Context: an optimization exercise on an open-source flow, tuned for small area. The choices shown serve that exercise and are no tape-out recipe. In this exercise RTL edits were held to simulation tests only and were not proved equivalent to the original. No activity file was given, so power comes from the tool's default toggle rates.

==> flow/design.v <==
`default_nettype none
package te_pkt_pkg;
    typedef enum logic [3-1:0] {
        AK = 3'd0,
        WQ = 3'd1,
        WR = 3'd2,
        RQ = 3'd3,
        RR = 3'd4
    } pkt_type_e;
    typedef struct packed {
        logic [10-3-1:0]       waddr;
        logic [8-1:0]                   wstrb;
        logic [8*8-1:0]    wdata;
    } bm_word_t;
    typedef struct packed {
        logic [4-1:0] sid;
        logic [3-1:0]  xid;
        logic [10-1:0] addr;
        logic [4-1:0]  len;
    } rdreq_t;
endpackage
`default_nettype wire
`timescale 1ns/1ps
`default_nettype none
module te_pkt (
    input  wire logic                                        clk_bus,
    input  wire logic                                        rst_n,
    input  wire logic                                        pkt_sop,
    input  wire logic [8-1:0]                   pkt_data,
    input  wire logic [10-1:0]                   ib_base,
    input  wire logic                                        bm_gnt,
    output logic                                             bm_req,
    output logic [10-1:0]                        bm_addr,
    output logic [8-1:0]                    bm_wstrb,
    output logic [8*8-1:0]     bm_wdata,
    input  wire logic                                        rdreq_pop,
    output logic                                             rdreq_valid,
    output te_pkt_pkg::rdreq_t rdreq
);
    localparam int NW = 9;
    localparam logic [2:0] ST_IDLE = 3'd0;
    localparam logic [2:0] ST_HDR1 = 3'd1;
    localparam logic [2:0] ST_HDR2 = 3'd2;
    localparam logic [2:0] ST_HDR3 = 3'd3;
    localparam logic [2:0] ST_DATA = 3'd4;
    logic [2:0]  state;
    logic        is_rq;
    logic [2:0]  xid;
    logic [3:0]  sid;
    logic [3:0]  len;
    logic [9:0]  baddr;
    logic        started;
    logic [NW-1:0][63:0] slot_data;
    logic [NW-1:0][6:0]  slot_waddr;
    logic [NW-1:0][2:0]  slot_first;
    logic [NW-1:0][2:0]  slot_last;
    logic [3:0]          wr_ptr;
    logic [3:0]          rd_ptr;
    logic [1:0][20:0]    rq_data;
    logic                rq_rd;
    logic [1:0]          rq_cnt;
    logic [2:0]  lane;
    logic        data_byte;
    logic        last_byte;
    logic        close_word;
    logic        rq_push;
    logic        rq_pop;
    logic [NW-1:0] wsel;
    logic [NW-1:0] rsel;
    assign lane       = baddr[2:0];
    assign data_byte  = (state == ST_DATA) && !pkt_sop;
    assign last_byte  = (len == 4'd0);
    assign close_word = (data_byte && (lane == 3'd7 || last_byte)) || (pkt_sop && started);
    assign rq_push    = (state == ST_HDR3) && !pkt_sop && is_rq;
    assign rq_pop     = rdreq_pop && rdreq_valid;
    always_comb begin
        for (int k = 0; k < NW; k++) begin
            wsel[k] = data_byte && (wr_ptr == 4'(k));
            rsel[k] = (rd_ptr == 4'(k));
        end
    end
    always_ff @(posedge clk_bus) begin
        if (!rst_n) begin
            state   <= ST_IDLE;
            started <= 1'b0;
            wr_ptr  <= '0;
            rd_ptr  <= '0;
            rq_rd   <= 1'b0;
            rq_cnt  <= '0;
        end else begin
            if (pkt_sop) begin
                started <= 1'b0;
                if (pkt_data[7:5] == 3'd1 || pkt_data[7:5] == 3'd3) state <= ST_HDR1;
                else state <= ST_IDLE;
            end else begin
                case (state)
                    ST_HDR1: state <= ST_HDR2;
                    ST_HDR2: state <= ST_HDR3;
                    ST_HDR3: state <= is_rq ? ST_IDLE : ST_DATA;
                    ST_DATA: begin
                        started <= !close_word;
                        if (last_byte) state <= ST_IDLE;
                    end
                    default: state <= ST_IDLE;
                endcase
            end
            if (close_word) wr_ptr <= (wr_ptr == 4'(NW - 1)) ? 4'd0 : wr_ptr + 4'd1;
            if (bm_req && bm_gnt) rd_ptr <= (rd_ptr == 4'(NW - 1)) ? 4'd0 : rd_ptr + 4'd1;
            if (rq_pop) rq_rd <= !rq_rd;
            case ({rq_push, rq_pop})
                2'b10:   rq_cnt <= rq_cnt + 2'd1;
                2'b01:   rq_cnt <= rq_cnt - 2'd1;
                default: ;
            endcase
        end
    end
    always_ff @(posedge clk_bus) begin
        if (pkt_sop) begin
            is_rq <= pkt_data[6];
            xid   <= pkt_data[2:0];
        end else begin
            case (state)
                ST_HDR1: sid <= pkt_data[7:4];
                ST_HDR2: begin
                    len        <= pkt_data[7:4];
                    baddr[9:6] <= pkt_data[3:0];
                end
                ST_HDR3: baddr[5:0] <= pkt_data[5:0];
                ST_DATA: begin
                    baddr <= baddr + 10'd1;
                    len   <= len - 4'd1;
                end
                default: ;
            endcase
        end
    end
    always_ff @(posedge clk_bus) begin
        for (int k = 0; k < NW; k++) begin
            if (wsel[k]) begin
                for (int j = 0; j < 8; j++) begin
                    if (lane == 3'(j)) slot_data[k][j*8 +: 8] <= pkt_data;
                end
                slot_waddr[k] <= baddr[9:3];
                slot_last[k]  <= lane;
                if (!started) slot_first[k] <= lane;
            end
        end
        if (rq_push) rq_data[rq_rd ^ rq_cnt[0]] <= {sid, xid, baddr[9:6], pkt_data[5:0], len};
    end
    logic [6:0] head_waddr;
    logic [2:0] head_first;
    logic [2:0] head_last;
    always_comb begin
        bm_wdata   = '0;
        head_waddr = '0;
        head_first = '0;
        head_last  = '0;
        for (int k = 0; k < NW; k++) begin
            bm_wdata   = bm_wdata   | ({64{rsel[k]}} & slot_data[k]);
            head_waddr = head_waddr | ({7{rsel[k]}}  & slot_waddr[k]);
            head_first = head_first | ({3{rsel[k]}}  & slot_first[k]);
            head_last  = head_last  | ({3{rsel[k]}}  & slot_last[k]);
        end
        for (int j = 0; j < 8; j++) begin
            bm_wstrb[j] = (3'(j) >= head_first) && (3'(j) <= head_last);
        end
    end
    assign bm_req      = (wr_ptr != rd_ptr);
    assign bm_addr     = ib_base + {3'd0, head_waddr};
    assign rdreq_valid = (rq_cnt != 2'd0);
    assign rdreq       = rq_data[rq_rd];
endmodule
`default_nettype wire
export LEC_CHECK = 0
export ABC_AREA = 1
export CAP_MARGIN = 0
export CORE_MARGIN = 2
export CORE_UTILIZATION = 70
export CTS_BUF_LIST = sky130_fd_sc_hd__clkbuf_8
export CTS_CLUSTER_SIZE = 30
export SLEW_MARGIN = 0
create_clock -name core_clock -period 4.0 [get_ports {clk_bus}]
run.sh (not shown) runs the stock make flow with config.mk's settings and CLKGATE_MAP_FILE= SYNTH_SCRIPT=/design/flow/synth_recipe.tcl, a recipe that flattens the netlist after the stock synthesis.
Next try:
Settings changed: ABC_AREA 1 to default, CAP_MARGIN 0 to 20, CORE_UTILIZATION 70 to 40, CTS_BUF_LIST sky130_fd_sc_hd__clkbuf_8 to default, CTS_CLUSTER_SIZE 30 to default, SLEW_MARGIN 0 to 20.
With this change the flow finished but fails on negative setup slack.
Die area rose by 69%.
Clock skew is about the same.
Cell area goes up by 0.57%.
Total power goes up by 8.2%.
Clock-buffer cell count came out lower by 24.

static timing again, ports no longer ideal:
How much do the figures lean on ideal ports? The routed layouts below were timed once more, with nothing changed but the port constraints. Step 1: set_driving_cell puts a clkbuf_16 on clk_bus and a buf_2 on each other input, an assumption about the parent block. Step 2 adds t to the input delays and takes it off the output delays; t is the mean of the earliest and latest rising clock arrival at the registers after step 1. Input paths then give back, and output paths get back, about the clock's delay inside the block. a / b / c = ideal ports / drivers / drivers and shift; a / b = the first two.
| run | shift t [ns] | slack for setup (ns) | slew at the worst register clock pin (ns) |
|---|---|---|---|
| the first run | 0.756 | 0.039 / -0.016 / 0.655 | 0.07 / 0.07 |
| the second run | 0.685 | -0.310 / -0.370 / 0.316 | 0.06 / 0.06 |
